Background: an optimization exercise with open tools, aiming at a short achievable clock period and few clock cycles. Do not read the settings as production practice.
For this run, only the layout was checked, not whether the RTL still works.
Power and IR drop assume default switching activity.

**flow/config.mk**
```make
export PLATFORM = sky130hd
export DESIGN_NAME = core
export DESIGN_NICKNAME = core
export VERILOG_FILES = /design/flow/design.v
export SDC_FILE = /design/flow/constraint.sdc
export NUM_CORES = 4
export LEC_CHECK = 0
export ABC_CLOCK_PERIOD_IN_PS = 3000
export CAP_MARGIN = 20
export CORE_MARGIN = 2
export CORE_UTILIZATION = 45
export PLACE_DENSITY = 0.6
export SETUP_SLACK_MARGIN = 4.5
export SLEW_MARGIN = 20
```
**flow/constraint.sdc**
```tcl
create_clock -name core_clock -period 8.5 [get_ports {clk}]
set_input_delay 1.7000 -clock core_clock [delete_from_list [all_inputs] [get_ports {clk}]]
set_output_delay 1.7000 -clock core_clock [all_outputs]
set_load 0.01 [all_outputs]
```
**flow/design.v**
```verilog
`default_nettype none
package isa_pkg;
	typedef logic [32-1:0] word_t;
	typedef logic [$clog2(32)-1:0] reg_idx_t;
	typedef enum logic [6:0] {
		OPC_OP     = 7'b0110011,
		OPC_OP_IMM = 7'b0010011,
		OPC_LOAD   = 7'b0000011,
		OPC_STORE  = 7'b0100011,
		OPC_BRANCH = 7'b1100011
	} opcode_e;
	typedef enum logic [3:0] {
		ALU_ADD = 4'd0,
		ALU_SUB = 4'd1,
		ALU_AND = 4'd2,
		ALU_OR  = 4'd3,
		ALU_XOR = 4'd4,
		ALU_SLT = 4'd5,
		ALU_SLL = 4'd6,
		ALU_SRL = 4'd7
	} alu_op_e;
endpackage
`default_nettype wire
`default_nettype none
package pipe_pkg;
	typedef struct packed {
		logic [3:0]       alu_op;
		logic             use_imm;
		logic             mem_read;
		logic             mem_write;
		logic             reg_write;
		logic             is_branch;
	} ctrl_t;
	typedef struct packed {
		logic           valid;
		logic [32-1:0] pc;
		logic [32-1:0] instr;
	} if_id_t;
	typedef struct packed {
		logic              valid;
		logic [32-1:0]  pc;
		ctrl_t             ctrl;
		logic [$clog2(32)-1:0] rs1;
		logic [$clog2(32)-1:0] rs2;
		logic [$clog2(32)-1:0] rd;
		logic [32-1:0]  rs1_val;
		logic [32-1:0]  rs2_val;
		logic [32-1:0]  imm;
	} id_ex_t;
	typedef struct packed {
		logic              valid;
		ctrl_t             ctrl;
		logic [$clog2(32)-1:0] rd;
		logic [32-1:0]  alu_result;
		logic [32-1:0]  store_data;
	} ex_mem_t;
	typedef struct packed {
		logic              valid;
		logic              reg_write;
		logic [$clog2(32)-1:0] rd;
		logic [32-1:0]  result;
	} mem_wb_t;
	typedef enum logic [1:0] {
		FWD_NONE = 2'b00,
		FWD_MEM  = 2'b01,
		FWD_WB   = 2'b10
	} fwd_sel_e;
endpackage
`default_nettype wire
`default_nettype none
module core (
	input  logic              clk,
	input  logic              rst_n,
	output isa_pkg::word_t    imem_addr_o,
	input  isa_pkg::word_t    imem_data_i,
	output logic              wb_valid_o,
	output isa_pkg::reg_idx_t wb_rd_o,
	output isa_pkg::word_t    wb_data_o
);
	localparam int XLEN = 32;
	localparam int DMW  = 64;
	localparam int IDXW = $clog2(64);
	logic [XLEN-1:0] pc;
	logic [XLEN-1:0] fi;
	logic            f_abr;
	logic [XLEN-1:0] f_immb;
	logic [XLEN-1:0] f_tgt;
	logic            e_taken;
	logic [XLEN-1:0] e_tgt;
	assign imem_addr_o = pc;
	assign fi          = imem_data_i;
	assign f_abr  = (fi[6:0] == 7'b1100011) && (fi[14:12] == 3'b000) && (fi[19:15] == fi[24:20]);
	assign f_immb = {{(XLEN-13){fi[31]}}, fi[31], fi[7], fi[30:25], fi[11:8], 1'b0};
	assign f_tgt  = pc + f_immb;
	always_ff @(posedge clk or negedge rst_n) begin
		if (!rst_n)
			pc <= 32'h0000_0000;
		else if (e_taken)
			pc <= e_tgt;
		else if (f_abr)
			pc <= f_tgt;
		else
			pc <= pc + 32'd4;
	end
	logic            d_valid;
	logic [XLEN-1:0] d_instr;
	logic [XLEN-1:0] d_pc;
	always_ff @(posedge clk or negedge rst_n) begin
		if (!rst_n)
			d_valid <= 1'b0;
		else
			d_valid <= !e_taken && !f_abr;
	end
	always_ff @(posedge clk) begin
		d_instr <= fi;
		d_pc    <= pc;
	end
	logic [6:0]  d_opc;
	logic [2:0]  d_f3;
	logic [4:0]  d_rs1;
	logic [4:0]  d_rs2;
	logic [4:0]  d_rd;
	logic        d_f7ok;
	logic        d_is_op;
	logic        d_is_opi;
	logic        d_is_lw;
	logic        d_is_sw;
	logic        d_is_cbr;
	logic [7:0]  d_op;       
	logic        d_wr;
	logic        d_use_imm;
	logic [XLEN-1:0] d_imm;
	logic [XLEN-1:0] d_immb;
	assign d_opc = d_instr[6:0];
	assign d_f3  = d_instr[14:12];
	assign d_rs1 = d_instr[19:15];
	assign d_rs2 = d_instr[24:20];
	assign d_rd  = d_instr[11:7];
	assign d_f7ok = (d_instr[31] == 1'b0) && (d_instr[29:25] == 5'd0);
	assign d_is_op  = (d_opc == 7'b0110011) && d_f7ok;
	assign d_is_opi = (d_opc == 7'b0010011);
	assign d_is_lw  = (d_opc == 7'b0000011) && (d_f3 == 3'b010);
	assign d_is_sw  = (d_opc == 7'b0100011) && (d_f3 == 3'b010);
	assign d_is_cbr = (d_opc == 7'b1100011) && (d_f3 == 3'b000);
	always_comb begin
		d_op = 8'd0;
		if (d_is_op) begin
			case ({d_instr[30], d_f3})
				4'b0_000: d_op[0] = 1'b1;
				4'b1_000: d_op[1] = 1'b1;
				4'b0_111: d_op[2] = 1'b1;
				4'b0_110: d_op[3] = 1'b1;
				4'b0_100: d_op[4] = 1'b1;
				4'b0_010: d_op[5] = 1'b1;
				4'b0_001: d_op[6] = 1'b1;
				4'b0_101: d_op[7] = 1'b1;
				default: ;
			endcase
		end else if (d_is_opi) begin
			case (d_f3)
				3'b000: d_op[0] = 1'b1;
				3'b111: d_op[2] = 1'b1;
				3'b110: d_op[3] = 1'b1;
				3'b100: d_op[4] = 1'b1;
				3'b010: d_op[5] = 1'b1;
				default: ;
			endcase
		end
	end
	assign d_wr      = ((|d_op) || d_is_lw) && (d_rd != 5'd0);
	assign d_use_imm = d_is_opi || d_is_lw || d_is_sw;
	assign d_imm     = d_is_sw ? {{(XLEN-12){d_instr[31]}}, d_instr[31:25], d_instr[11:7]}
	                           : {{(XLEN-12){d_instr[31]}}, d_instr[31:20]};
	assign d_immb    = {{(XLEN-13){d_instr[31]}}, d_instr[31], d_instr[7], d_instr[30:25],
		d_instr[11:8], 1'b0};
	logic [XLEN-1:0] regs [1:32-1];
	logic            w_valid;
	logic [4:0]      w_rd;
	logic [XLEN-1:0] w_data;
	logic [XLEN-1:0] d_rv1;
	logic [XLEN-1:0] d_rv2;
	function automatic logic [XLEN-1:0] rf_read(input logic [4:0] idx);
		if (idx == 5'd0)
			rf_read = '0;
		else if (w_valid && w_rd == idx)
			rf_read = w_data;
		else
			rf_read = regs[idx];
	endfunction
	assign d_rv1 = rf_read(d_rs1);
	assign d_rv2 = rf_read(d_rs2);
	always_ff @(posedge clk or negedge rst_n) begin
		if (!rst_n) begin
			for (int i = 1; i < 32; i++)
				regs[i] <= '0;
		end else if (w_valid) begin
			regs[w_rd] <= w_data;
		end
	end
	logic            e_valid;
	logic [XLEN-1:0] e_a;
	logic [XLEN-1:0] e_b;
	logic [XLEN-1:0] e_sd;
	logic            e_fa;
	logic            e_fb;
	logic            e_fsd;
	logic [7:0]      e_op;
	logic            e_ld;
	logic            e_st;
	logic            e_cbr;
	logic            e_wr;
	logic [4:0]      e_rd;
	logic [XLEN-1:0] res;    
	always_ff @(posedge clk or negedge rst_n) begin
		if (!rst_n)
			e_valid <= 1'b0;
		else
			e_valid <= d_valid && !e_taken;
	end
	always_ff @(posedge clk) begin
		e_a   <= d_rv1;
		e_b   <= d_use_imm ? d_imm : d_rv2;
		e_sd  <= d_rv2;
		e_fa  <= e_valid && e_wr && (e_rd == d_rs1);
		e_fb  <= e_valid && e_wr && (e_rd == d_rs2) && !d_use_imm;
		e_fsd <= e_valid && e_wr && (e_rd == d_rs2);
		e_op  <= d_op;
		e_ld  <= d_is_lw;
		e_st  <= d_is_sw;
		e_cbr <= d_is_cbr;
		e_wr  <= d_wr;
		e_rd  <= d_rd;
		e_tgt <= d_pc + d_immb;
	end
	logic [XLEN-1:0] ea;
	logic [XLEN-1:0] eb;
	logic [XLEN-1:0] esd;
	logic [XLEN-1:0] e_sum;
	logic [XLEN-1:0] e_diff;
	logic            e_slt;
	logic [XLEN-1:0] e_sll;
	logic [XLEN-1:0] e_srl;
	logic [XLEN-1:0] e_alu;
	logic [7:0]      e_addr;
	logic [IDXW-1:0] e_idx;
	logic [XLEN-1:0] e_ldata;
	logic [XLEN-1:0] e_result;
	assign ea  = e_fa  ? res : e_a;
	assign eb  = e_fb  ? res : e_b;
	assign esd = e_fsd ? res : e_sd;
	assign e_sum  = ea + eb;
	assign e_diff = ea - eb;
	assign e_slt  = (ea[XLEN-1] != eb[XLEN-1]) ? ea[XLEN-1] : e_diff[XLEN-1];
	assign e_sll  = ea << eb[4:0];
	assign e_srl  = ea >> eb[4:0];
	assign e_alu = ({XLEN{e_op[0]}} & e_sum)
	             | ({XLEN{e_op[1]}} & e_diff)
	             | ({XLEN{e_op[2]}} & (ea & eb))
	             | ({XLEN{e_op[3]}} & (ea | eb))
	             | ({XLEN{e_op[4]}} & (ea ^ eb))
	             | ({XLEN{e_op[5]}} & {{(XLEN-1){1'b0}}, e_slt})
	             | ({XLEN{e_op[6]}} & e_sll)
	             | ({XLEN{e_op[7]}} & e_srl);
	logic [XLEN-1:0] dmem [DMW];
	assign e_addr  = ea[7:0] + e_b[7:0];
	assign e_idx   = e_addr[IDXW+1:2];
	assign e_ldata = dmem[e_idx];
	always_ff @(posedge clk or negedge rst_n) begin
		if (!rst_n) begin
			for (int i = 0; i < DMW; i++)
				dmem[i] <= '0;
		end else if (e_valid && e_st) begin
			dmem[e_idx] <= esd;
		end
	end
	assign e_result = e_ld ? e_ldata : e_alu;
	assign e_taken  = e_valid && e_cbr && (ea == eb);
	always_ff @(posedge clk) begin
		res <= e_result;
	end
	always_ff @(posedge clk or negedge rst_n) begin
		if (!rst_n)
			w_valid <= 1'b0;
		else
			w_valid <= e_valid && e_wr;
	end
	always_ff @(posedge clk) begin
		if (e_valid && e_wr) begin
			w_rd   <= e_rd;
			w_data <= e_result;
		end
	end
	assign wb_valid_o = w_valid;
	assign wb_rd_o    = w_rd;
	assign wb_data_o  = w_data;
endmodule
`default_nettype wire
```
**flow/run.sh**
```bash
#!/bin/bash
# synth_recipe.tcl (not shown) runs the flow's synth.tcl, then flattens the netlist and writes it again
# the make line also repeats each setting of config.mk as NAME=value (left out here)
make -C /OpenROAD-flow-scripts/flow DESIGN_CONFIG=/design/flow/config.mk WORK_HOME=/design/flow/orfs CLKGATE_MAP_FILE= SYNTH_SCRIPT=/design/flow/synth_recipe.tcl finish
```
==> impl_metrics.py <==
metrics = {
    "outcome": {
        "status": "stopped before the end",
        "stop_stage": "global routing (5_1_grt)",
        "error_message": "[ERROR GRT-0232] Routing congestion too high. Check the congestion heatmap in the GUI.",
    },
    "clock_network": {
        "cts.hold.buffers_added": 0,
        "cts_root_buf": "clkbuf_16",
        "numClockSinks": 3364,
        "htree_levels": 5,
        "clockBufferDepth": 4,
        "numCtsBuffers": 364,
    },
    "die": {
        "row_count": 215,
        "die_y_um": 590,
        "ios": 104,
        "start_util": 0.451,
        "dieWidth_um": 590,
    },
    "logic_synthesis": {
        "synth-warning-count": 3,
        "synth-seq-cells": 3364,
        "syn_avg_cell_area_um2": 10.1,
        "yosysSeqAreaShare": 0.538,
        "syn-instance-count": 15300,
        "syn_area_um2": 154000,
        "ys_types": 94,
        "synthArstFlopShare": 0.914,
        "synth_edf_count": 37,
        "synthesis.nets": 15500,
        "ys.flop_type": "dfrtp_1",
    },
    "place": {
        "pre_cts_slack_ns": 1.28,
        "gp_congestion": 1.05,
        "numPortBuffers": 103,
        "placed_area_um2": 163000,
        "dp_hpwl_um": 459000,
    },
    "grt": {
        "grt_use_total": 0.493,
        "grt_overflow_total": 2,
        "grt_max_degree": 195,
    },
}
## through the flow
step | utilization | cells
after floorplan | - | 15300
after global placement | 0.475 | 19100
after detailed placement | 0.476 | 19100
after CTS | 0.555 | 20500
## per-layer routing
layer  overflow  track usage
met5          0       0.0933
met3          0        0.290
met1          0        0.562
met4          2        0.419
met2          0        0.643
## synthesized netlist by cell type, types with 22 or more instances
cell | n | area share
buf_1 | 164 | 0.0040
nand4_1 | 245 | 0.0099
mux2i_1 | 131 | 0.0085
o211ai_1 | 37 | 0.0018
nand2b_1 | 33 | 0.0013
dfxtp_1 | 252 | 0.033
o21bai_1 | 22 | 0.0011
clkbuf_1 | 1183 | 0.029
mux2_2 | 1011 | 0.074
or3_1 | 25 | 0.0010
o22ai_1 | 53 | 0.0021
ha_1 | 172 | 0.014
nor2_1 | 1553 | 0.038
nor4_1 | 93 | 0.0038
xnor2_1 | 75 | 0.0043
inv_1 | 128 | 0.0031
xor2_1 | 39 | 0.0022
nand3_1 | 208 | 0.0067
nand2_1 | 1418 | 0.034
buf_2 | 34 | 0.0011
a22o_1 | 247 | 0.014
nor3_1 | 148 | 0.0048
a221oi_1 | 373 | 0.021
edfxtp_1 | 37 | 0.0072
o21ai_0 | 1264 | 0.041
and3_1 | 30 | 0.0012
a21oi_1 | 1526 | 0.049
dfrtp_1 | 3075 | 0.50
a211oi_1 | 56 | 0.0027
a31oi_1 | 55 | 0.0022
a21o_1 | 39 | 0.0019
a2111oi_0 | 25 | 0.0014
a222oi_1 | 202 | 0.013
a22oi_1 | 1036 | 0.050
and2_1 | 25 | 0.0010
## how the worst max path moves through the flow
stage	startpoint	endpoint	slack (ns)	cells past startpoint
CTS	e_fa	w_data[12]	3.32	19
detailed placement	e_fa	w_data[5]	1.28	18
global placement	e_fa	w_data[5]	0.81	18
floorplan	e_fb	w_data[31]	3.76	24
## repair_timing
action	4_1_cts
endpoints found under the hold margin	0
buffers inserted	526
pin swaps	295
endpoints found under the setup margin	2243
resized for setup	1265
gates cloned	174
## power groups by stage
| stage | clock network, mW | registers (mW) | logic (mW) |
|---|---|---|---|
| floorplan | 0 | 16.5 | 0.769 |
| global placement | 0 | 16.5 | 1.72 |
| detailed placement | 0 | 16.5 | 1.73 |
| CTS | 16.8 | 16.2 | 2.02 |
## cell families after synthesis
kind of cell | count (synthesis) | share of synthesized area
flip-flops | 3364 | 0.538
buffers and inverters | 1516 | 0.0373
multiplexers | 1144 | 0.0825
AND/OR/NAND/NOR | 3884 | 0.108
AO/OA/AOI/OAI | 5125 | 0.213
adder cells (fa/ha/maj) | 177 | 0.0146
XOR/XNOR | 115 | 0.00661
